This is an optimization exercise on Yosys and OpenROAD, whose aim is small area and a short achievable clock period, not a production implementation.
In this exercise RTL edits were held to simulation tests only and were not proved equivalent to the original.
Power is estimated from default activity; no workload was simulated.

Setup of v11:
// bin_morph_3x3
module bin_morph_3x3 #(
  parameter int IMG_WIDTH = 640,
  parameter int MODE      = 0,
  parameter int XW        = 11
) (
  input  logic clk,
  input  logic rst,
  input  logic per_frame_vsync,
  input  logic per_frame_href,
  input  logic per_frame_clken,
  input  logic per_img_Bit,
  output logic post_frame_vsync,
  output logic post_frame_href,
  output logic post_frame_clken,
  output logic post_img_Bit
);
Size: about 970 flip-flops, roughly 10 I/O pins.
make LEC_CHECK=0 ABC_CLOCK_PERIOD_IN_PS=2000 CAP_MARGIN=20 CORE_MARGIN=2 CORE_UTILIZATION=40 CTS_BUF_LIST=sky130_fd_sc_hd__clkbuf_16 CTS_CLUSTER_DIAMETER=80 CTS_CLUSTER_SIZE=20 SETUP_SLACK_MARGIN=2.5 SLEW_MARGIN=20 finish   # period 5.5 ns
run.sh (not shown) runs the stock make flow with config.mk's settings and CLKGATE_MAP_FILE= SYNTH_SCRIPT=/design/flow/synth_recipe.tcl, a recipe that flattens the netlist after the stock synthesis.
[inputs] v49 vs v11
==> flow/config.mk <==
export PLATFORM = sky130hd
export DESIGN_NAME = bin_morph_3x3
export DESIGN_NICKNAME = bin_morph_3x3
export VERILOG_FILES = /design/flow/design.v
export SDC_FILE = /design/flow/constraint.sdc
export NUM_CORES = 4
export LEC_CHECK = 0
export ABC_AREA = 1
export CAP_MARGIN = 20
export CORE_MARGIN = 2
export CORE_UTILIZATION = 40
export CTS_BUF_LIST = sky130_fd_sc_hd__clkbuf_16
export CTS_CLUSTER_DIAMETER = 80
export CTS_CLUSTER_SIZE = 20
export SETUP_SLACK_MARGIN = 3.1
export SLEW_MARGIN = 20
==> comparison <==
- Going from v11 to v49, final setup skew now sits higher; initial core utilization now sits at about the same level; time the final worst path needs with I/O delays and setup now sits lower.
- Between v49 and v11, it is v49 whose non-clock buffer count is lower, by 4.7%.
- Critical path depth: v49 higher than v11
- v49 vs v11: part of the Yosys area used for sequential elements down in v49
- Multiplexer area fraction after synthesis in v49 is 0.43 points below v11.
- For v11, the worst setup path startpoint was pb[0]$_SDFF_PP0_, unlike v49, where it was pb[13]$_SDFF_PN0_.
- Measured against each other, v11 and v49 differ in arrival time of data at the critical path endpoint, the higher figure coming from v11.
- Comparing v11 and v49, the higher final area is on v49.
Input-level comparison between v5 and v49:
==> flow/config.mk <==
export PLATFORM = sky130hd
export DESIGN_NAME = bin_morph_3x3
export DESIGN_NICKNAME = bin_morph_3x3
export VERILOG_FILES = /design/flow/design.v
export SDC_FILE = /design/flow/constraint.sdc
export NUM_CORES = 4
export LEC_CHECK = 0
export ABC_CLOCK_PERIOD_IN_PS = 2500
export CAP_MARGIN = 20
export CORE_MARGIN = 2
export CORE_UTILIZATION = 40
export CTS_BUF_LIST = sky130_fd_sc_hd__clkbuf_16
export CTS_CLUSTER_DIAMETER = 100
export CTS_CLUSTER_SIZE = 30
export SETUP_SLACK_MARGIN = 2.5
export SLEW_MARGIN = 20
Results
v49 → v5: post-layout net count shrank by 719; via density per instance grew by about 14%.
The worst setup slack in v5 sits 570 ps below the value recorded for v49.
From v49 to v5, post-detailed-route DRC marker count did not move at all.
Between v49 and v5, the flow reports post-synthesis instance total decreasing by more than 10%.
Diff v49 -> v5 | internal power component | down by a few percent
v49 vs v5, source of the critical timing path: pb[13]$_SDFF_PN0_ vs pb[0]$_SDFF_PP0_
Diff v49 -> v5: highest clock frequency the design can meet fell 81 MHz; total power fell 0.88 mW; non-clock inverter instance count of the final layout fell 211; clock network fraction of design power fell 3.3 points.
Setup changes, v5 to v18
-- flow/config.mk --
<<< v5, line 11
export CORE_UTILIZATION = 40
export CTS_BUF_LIST = sky130_fd_sc_hd__clkbuf_16
export CTS_CLUSTER_DIAMETER = 100
export CTS_CLUSTER_SIZE = 30
export SETUP_SLACK_MARGIN = 2.5
export SLEW_MARGIN = 20
>>> v18, line 11
export CORE_UTILIZATION = 40
export CTS_BUF_LIST = sky130_fd_sc_hd__clkbuf_16
export CTS_CLUSTER_DIAMETER = 90
export CTS_CLUSTER_SIZE = 25
export SETUP_SLACK_MARGIN = 2.5
export SLEW_MARGIN = 20
Results
[v18] setup slack rose 42 ps relative to v5
The global-route wire length before repair was comparable across v5 and v18.
Share of power burned in the clock network (lower): v5
Between v5 and v18, the part of the cycle the worst path needs is lower for v18.
Compared with v5, v18 instantiates a larger number of cells.
The lower clock power of v5 and v18 is in v5.
Between v18 and v5, the number of vias after detailed routing figures differ only marginally.
First-iteration DRC count shrinks by a little under 10% when moving from v5 to v18.
On fraction of power consumed by combinational cells, v5 and v18 are basically level.
The inputs of v28 differ from those of v18 as listed below.
==> flow/config.mk <==
export PLATFORM = sky130hd
export DESIGN_NAME = bin_morph_3x3
export DESIGN_NICKNAME = bin_morph_3x3
export VERILOG_FILES = /design/flow/design.v
export SDC_FILE = /design/flow/constraint.sdc
export NUM_CORES = 4
export LEC_CHECK = 0
export ABC_AREA = 1
export CAP_MARGIN = 20
export CORE_MARGIN = 2
export CORE_UTILIZATION = 40
export CTS_BUF_LIST = sky130_fd_sc_hd__clkbuf_16
export CTS_CLUSTER_DIAMETER = 80
export CTS_CLUSTER_SIZE = 20
export SETUP_SLACK_MARGIN = 3.4
export SLEW_MARGIN = 20
## What came out
Row data arrival time of the critical path: v28 lower / v18 higher
Power share of the clock group, v28 and v18: higher on v28
When the final numbers for v28 and v18 were put side by side, the final cycle utilization of the critical path turned out to be smaller in v28.
Looking at worst setup path endpoint, the post_frame_href result is from v28; the R[6]$_DFF_P_ one comes from v18.
v28 went all the way through synthesis, placement and routing and the layout is clean on timing, DRC and antenna.
Here is what was changed in the inputs of v20 compared with v28.
==> flow/config.mk <==
export PLATFORM = sky130hd
export DESIGN_NAME = bin_morph_3x3
export DESIGN_NICKNAME = bin_morph_3x3
export VERILOG_FILES = /design/flow/design.v
export SDC_FILE = /design/flow/constraint.sdc
export NUM_CORES = 4
export LEC_CHECK = 0
export ABC_CLOCK_PERIOD_IN_PS = 2500
export CAP_MARGIN = 20
export CORE_MARGIN = 2
export CORE_UTILIZATION = 40
export CTS_BUF_LIST = sky130_fd_sc_hd__clkbuf_16
export CTS_CLUSTER_DIAMETER = 80
export CTS_CLUSTER_SIZE = 20
export SETUP_SLACK_MARGIN = 2.5
export SLEW_MARGIN = 20
## What came out
- Of v28 and v20, v28 shows the higher fraction of layout cells with a size suffix above 1, with v20 below it.
- From v28 to v20 the numbers moved as follows: fraction of area in registers increased 4.0 points, via count decreased about 8%, mux share of post-synthesis cell area increased 0.43 points, cell area decreased 2500 µm².
- Summary of v20 over v28: register area flat; netlist area before placement down 1.0%; detailed route wirelength on metal2 down about 2.3%.

The RTL this note starts from:
==> flow/design.v <==
module bin_morph_3x3 #(
  parameter int IMG_WIDTH = 640,
  parameter int MODE      = 0,
  parameter int XW        = 11
) (
  input  logic clk,
  input  logic rst,
  input  logic per_frame_vsync,
  input  logic per_frame_href,
  input  logic per_frame_clken,
  input  logic per_img_Bit,
  output logic post_frame_vsync,
  output logic post_frame_href,
  output logic post_frame_clken,
  output logic post_img_Bit
);
  localparam int NW = 128;            
  logic       vsync_q, href_q, href_fall, vsync_rise;
  logic [7:0] tw;                     
  logic [7:0] pa;                     
  logic [15:0] pb;                    
  logic [2:0] k;                      
  logic       rs;                     
  logic       row0;                   
  logic       sw;                     
  logic       inr;                    
  logic [6:0] mem [NW];
  logic [9:0] T;                      
  logic [6:0] R;                      
  logic [6:0] src;                    
  logic [6:0] enc;                    
  logic [6:0] W;                      
  logic [9:0] dr;                     
  logic [9:0] ds;                     
  logic [6:0] rd;
  logic [1:0] old, eff, nt;
  logic       v;
  logic [2:0] sv;                     
  logic       vs_d1, hr_d1, ce_d1;
  assign href_fall  = href_q & ~per_frame_href;
  assign vsync_rise = per_frame_vsync & ~vsync_q;
  assign sw  = rs | (k == 3'd5);
  assign inr = ~sw | rs | (tw[6:0] != 7'd127);
  localparam logic [127:0] DEC0 = 128'h0000000002280ac000adc50000015bae;
  localparam logic [127:0] DEC1 = 128'h0000000004c3f01fff00187ffffe0000;
  localparam logic [127:0] DEC2 = 128'h0000000000b0ac8056c980000add933c;
  localparam logic [127:0] DEC3 = 128'h000000000703001f80001ffff0000000;
  localparam logic [127:0] DEC4 = 128'h000000000002cf0564f100056c99e238;
  localparam logic [127:0] DEC5 = 128'h0000000007fc001800001ff800000000;
  localparam logic [127:0] DEC6 = 128'h000000000000001678fe00564f11fc30;
  localparam logic [127:0] DEC7 = 128'h0000000007ffffe000001f8000000000;
  localparam logic [127:0] DEC8 = 128'h0000000000000000000016678fe1ffc0;
  localparam logic [127:0] DEC9 = 128'h0000000007ffffffffffe00000000000;
  localparam logic [1023:0] ENC0 = 1024'h22e222e2eee233f122e222e2eee233f1222e222e222eff3ddd11dd111111fff122e222e2eee233f122e222e2eee233f1222e222e222eff3ddd11dd111111fff111d111d111d1ccc211d111d111d1ccc211d111d111d1ccc2eeeeeeee22eecc0edd2edd2e222e000edd2edd2e222e000e222e222e222e000eeeeeeeeeeeee000e;
  localparam logic [1023:0] ENC1 = 1024'hcccfcccf33fc2222cccfcccf33fc222233f033f0fff0222eccc2ccc200c2ee22cccfcccf33fc2222cccfcccf33fc222233f033f0fff0222eccc2ccc200c2ee2222de22deddde111322de22deddde1113dddedddeddde111311d311d311d3ddd3dd00dd00cc0022e0dd00dd00cc0022e000000000cc0022e0eee0eee022e022e0;
  localparam logic [1023:0] ENC2 = 1024'h00fc00fc00cc33ff00fc00fc00cc33ffffffffff33ff00c0111311131113ff3300fc00fc00cc33ff00fc00fc00cc33ffffffffff33ff00c0111311131113ff33cc13cc1311132220cc13cc1311132220dd13dd1311132220dddfdddf11dfdddf11f011f0fff0cc0011f011f0fff0cc00fff0fff0fff0cc0000000000cc00cc00;
  localparam logic [1023:0] ENC3 = 1024'hff00ff0033ff00ccff00ff0033ff00cc00cc00cc00cc00cc11df11df11dfffffff00ff0033ff00ccff00ff0033ff00cc00cc00cc00cc00cc11df11df11dfffffffdfffdf11df33ffffdfffdf11df33ff11df11df11df33ff222022202220ee20ee00ee00cc00cc00ee00ee00cc00cc0000000000cc00cc0000000000cc00cc00;
  localparam logic [1023:0] ENC4 = 1024'hffffffffcc00cc00ffffffffcc00cc0033ff33ff33ff33ff22ec22ec22ecccccffffffffcc00cc00ffffffffcc00cc0033ff33ff33ff33ff22ec22ec22eccccc00ec00ec22ec00cc00ec00ec22ec00cc22ec22ec22ec00cc00cc00cc00cccccc00cc00cccccccccc00cc00cccccccccc00cc00cccccccccc00cc00cccccccccc;
  localparam logic [1023:0] ENC5 = 1024'h0000000000000000000000000000000033ff33ff33ff33ff33ff33ff33ffffff0000000000000000000000000000000033ff33ff33ff33ff33ff33ff33ffffffff00ff00cc00cc00ff00ff00cc00cc00cc00cc00cc00cc00cc00cc00cc000000ff00ff0000000000ff00ff0000000000cc00cc0000000000cc00cc0000000000;
  localparam logic [1023:0] ENC6 = 1024'hffffffffffffffffffffffffffffffffcc00cc00cc00cc00cc00cc00cc000000ffffffffffffffffffffffffffffffffcc00cc00cc00cc00cc00cc00cc00000000000000000000000000000000000000000000000000000000000000000000000000000000000000000000000000000000000000000000000000000000000000;
  assign src = rs ? mem[0] : R;
  assign dr  = {DEC9[src], DEC8[src], DEC7[src], DEC6[src], DEC5[src],
                DEC4[src], DEC3[src], DEC2[src], DEC1[src], DEC0[src]};
  assign enc = {ENC6[T], ENC5[T], ENC4[T], ENC3[T], ENC2[T], ENC1[T], ENC0[T]};
  assign ds  = (rs && tw == 8'd0) ? T : dr;
  always_comb begin
    case (k)
      3'd0:    old = T[1:0];
      3'd1:    old = T[3:2];
      3'd2:    old = T[5:4];
      3'd3:    old = T[7:6];
      default: old = T[9:8];
    endcase
    if (sw)
      old = ds[1:0];
  end
  assign eff = row0 ? 2'd0 : old;
  assign nt  = per_img_Bit ? ((eff == 2'd0) ? 2'd1 : 2'd2) : 2'd0;
  assign v   = per_img_Bit & (eff == 2'd2) & inr;
  logic [NW-1:0] sel;
  for (genvar i = 0; i < NW; i++) begin : g_sel
    assign sel[i] = pa[i / 16] & pb[i % 16];
  end
  logic [6:0] term [NW];               
  logic [6:0] grp [8];
  for (genvar i = 0; i < NW; i++) begin : g_term
    if (i + 1 < NW) begin : g_word
      assign term[i] = mem[i + 1] & {7{pb[i % 16]}};
    end else begin : g_none
      assign term[i] = '0;
    end
  end
  for (genvar a = 0; a < 8; a++) begin : g_grp
    assign grp[a] = term[16 * a +  0] | term[16 * a +  1] | term[16 * a +  2] | term[16 * a +  3] |
                    term[16 * a +  4] | term[16 * a +  5] | term[16 * a +  6] | term[16 * a +  7] |
                    term[16 * a +  8] | term[16 * a +  9] | term[16 * a + 10] | term[16 * a + 11] |
                    term[16 * a + 12] | term[16 * a + 13] | term[16 * a + 14] | term[16 * a + 15];
  end
  assign rd = (grp[0] & {7{pa[0]}}) | (grp[1] & {7{pa[1]}}) | (grp[2] & {7{pa[2]}}) |
              (grp[3] & {7{pa[3]}}) | (grp[4] & {7{pa[4]}}) | (grp[5] & {7{pa[5]}}) |
              (grp[6] & {7{pa[6]}}) | (grp[7] & {7{pa[7]}});
  always_ff @(posedge clk) begin
    if (rst) begin
      vsync_q <= 1'b0;
      href_q  <= 1'b0;
      tw      <= 8'd128;
      k       <= 3'd5;
      rs      <= 1'b1;
      row0    <= 1'b1;
      T       <= '0;
    end else begin
      vsync_q <= per_frame_vsync;
      href_q  <= per_frame_href;
      if (href_fall)
        rs <= 1'b1;
      else if (per_frame_clken && inr)
        rs <= 1'b0;
      if (per_frame_clken && inr) begin
        if (sw) begin
          T  <= {row0 ? 8'd0 : ds[9:2], nt};
          tw <= rs ? 8'd0 : tw + 8'd1;
          k  <= 3'd1;
        end else begin
          case (k)
            3'd0:    T[1:0] <= nt;
            3'd1:    T[3:2] <= nt;
            3'd2:    T[5:4] <= nt;
            3'd3:    T[7:6] <= nt;
            default: T[9:8] <= nt;
          endcase
          k <= k + 3'd1;
        end
      end
      if (vsync_rise)
        row0 <= 1'b1;
      else if (href_fall)
        row0 <= 1'b0;
    end
  end
  always_ff @(posedge clk) begin
    R  <= rd;
    W  <= enc;
    pa <= tw[7] ? 8'd0 : 8'd1 << tw[6:4];
    pb <= 16'd1 << tw[3:0];
  end
  for (genvar i = 0; i < NW; i++) begin : g_mem
    always_ff @(posedge clk) begin
      if (sel[i])
        mem[i] <= W;
    end
  end
  always_ff @(posedge clk) begin
    if (rst) begin
      sv    <= '0;
      vs_d1 <= 1'b0;
      hr_d1 <= 1'b0;
      ce_d1 <= 1'b0;
    end else begin
      vs_d1 <= per_frame_vsync;
      hr_d1 <= per_frame_href;
      ce_d1 <= per_frame_clken;
      if (href_fall)
        sv <= '0;
      else if (per_frame_clken)
        sv <= {sv[1:0], v};
    end
  end
  always_ff @(posedge clk) begin
    if (rst) begin
      post_frame_vsync <= 1'b0;
      post_frame_href  <= 1'b0;
      post_frame_clken <= 1'b0;
      post_img_Bit     <= 1'b0;
    end else begin
      post_frame_vsync <= vs_d1;
      post_frame_href  <= hr_d1;
      post_frame_clken <= ce_d1;
      post_img_Bit     <= ce_d1 & (&sv);
    end
  end
endmodule
==> flow/config.mk <==
export PLATFORM = sky130hd
export DESIGN_NAME = bin_morph_3x3
export DESIGN_NICKNAME = bin_morph_3x3
export VERILOG_FILES = /design/flow/design.v
export SDC_FILE = /design/flow/constraint.sdc
export NUM_CORES = 4
export LEC_CHECK = 0
export ABC_CLOCK_PERIOD_IN_PS = 1500
export CAP_MARGIN = 20
export CORE_MARGIN = 2
export CORE_UTILIZATION = 40
export CTS_BUF_LIST = sky130_fd_sc_hd__clkbuf_16
export CTS_CLUSTER_DIAMETER = 80
export CTS_CLUSTER_SIZE = 20
export SETUP_SLACK_MARGIN = 2.5
export SLEW_MARGIN = 20
==> flow/constraint.sdc <==
create_clock -name core_clock -period 5.5 [get_ports {clk}]
set_input_delay 1.1000 -clock core_clock [delete_from_list [all_inputs] [get_ports {clk}]]
set_output_delay 1.1000 -clock core_clock [all_outputs]
set_load 0.01 [all_outputs]
Change:
--- a/flow/config.mk
+++ b/flow/config.mk
@@ -7,3 +7,3 @@
 export LEC_CHECK = 0
-export ABC_CLOCK_PERIOD_IN_PS = 1500
+export ABC_AREA = 1
 export CAP_MARGIN = 20
@@ -14,3 +14,3 @@
 export CTS_CLUSTER_SIZE = 20
-export SETUP_SLACK_MARGIN = 2.5
+export SETUP_SLACK_MARGIN = 2.8
 export SLEW_MARGIN = 20
Effect:
- The changed run completed without violations
- count of clock-buffer cells in the layout does not change
- setup slack gains 0.17 ns
- via count climbs by 5.3%
- design area climbs by 0.96%
- power climbs by 0.78%
- global-route usage drops by 0.55 points
- area after synthesis climbs by 1.1%
- final cell count climbs by 20%
- first-iteration DRC count drops by 2.1%
Change:
--- a/flow/config.mk
+++ b/flow/config.mk
@@ -14,3 +14,3 @@
 export CTS_CLUSTER_SIZE = 20
-export SETUP_SLACK_MARGIN = 2.8
+export SETUP_SLACK_MARGIN = 2.5
 export SLEW_MARGIN = 20
=> The changed run completed with no timing, DRC or antenna violations. Clock skew hardly moves. Die area is unchanged. Worst setup slack is worse by 0.096 ns. Synthesized cell count stays the same. Routed wire length stays flat.

[separate check: timing with driven ports]
Ports are ideal in the flow. The routed layouts listed here were re-timed in OpenROAD. Step 1: set_driving_cell puts a clkbuf_16 on clk and a buf_2 on each other input, an assumption about the parent block. Step 2 times the ports against the registers' clock, not the clock port: input delays grow and output delays shrink by t, the midpoint of the rising clock arrivals with the driver on. Three values: ideal, step 1, step 2; two values: the first two.
run	shift t [ns]	slack for setup (ns)	hold WS [ns]	worst slew at a driven data input, ns
v11	0.703	2.690 / 2.690 / 2.358	0.444 / 0.444 / 0.444	0.05
v49	0.692	3.131 / 3.101 / 2.527	0.471 / 0.471 / 0.471	0.07
v5	0.669	2.565 / 2.565 / 2.378	0.451 / 0.451 / 0.451	0.05
v18	0.690	2.607 / 2.607 / 2.349	0.451 / 0.451 / 0.451	0.05
v28	0.708	3.329 / 3.259 / 2.823	0.434 / 0.434 / 0.434	0.05
v20	0.703	2.690 / 2.690 / 2.358	0.444 / 0.444 / 0.444	0.05
the first run of note 2	0.703	2.690 / 2.690 / 2.358	0.444 / 0.444 / 0.444	0.05
the second run of note 2	0.690	2.857 / 2.828 / 2.375	0.471 / 0.471 / 0.471	0.07
the third run of note 2	0.689	2.761 / 2.761 / 2.364	0.470 / 0.470 / 0.470	0.07
After both steps every run listed still meets setup and hold. For v49, which loses most, drivers alone change the setup slack by -0.030 ns; drivers and shift together by -0.604 ns.
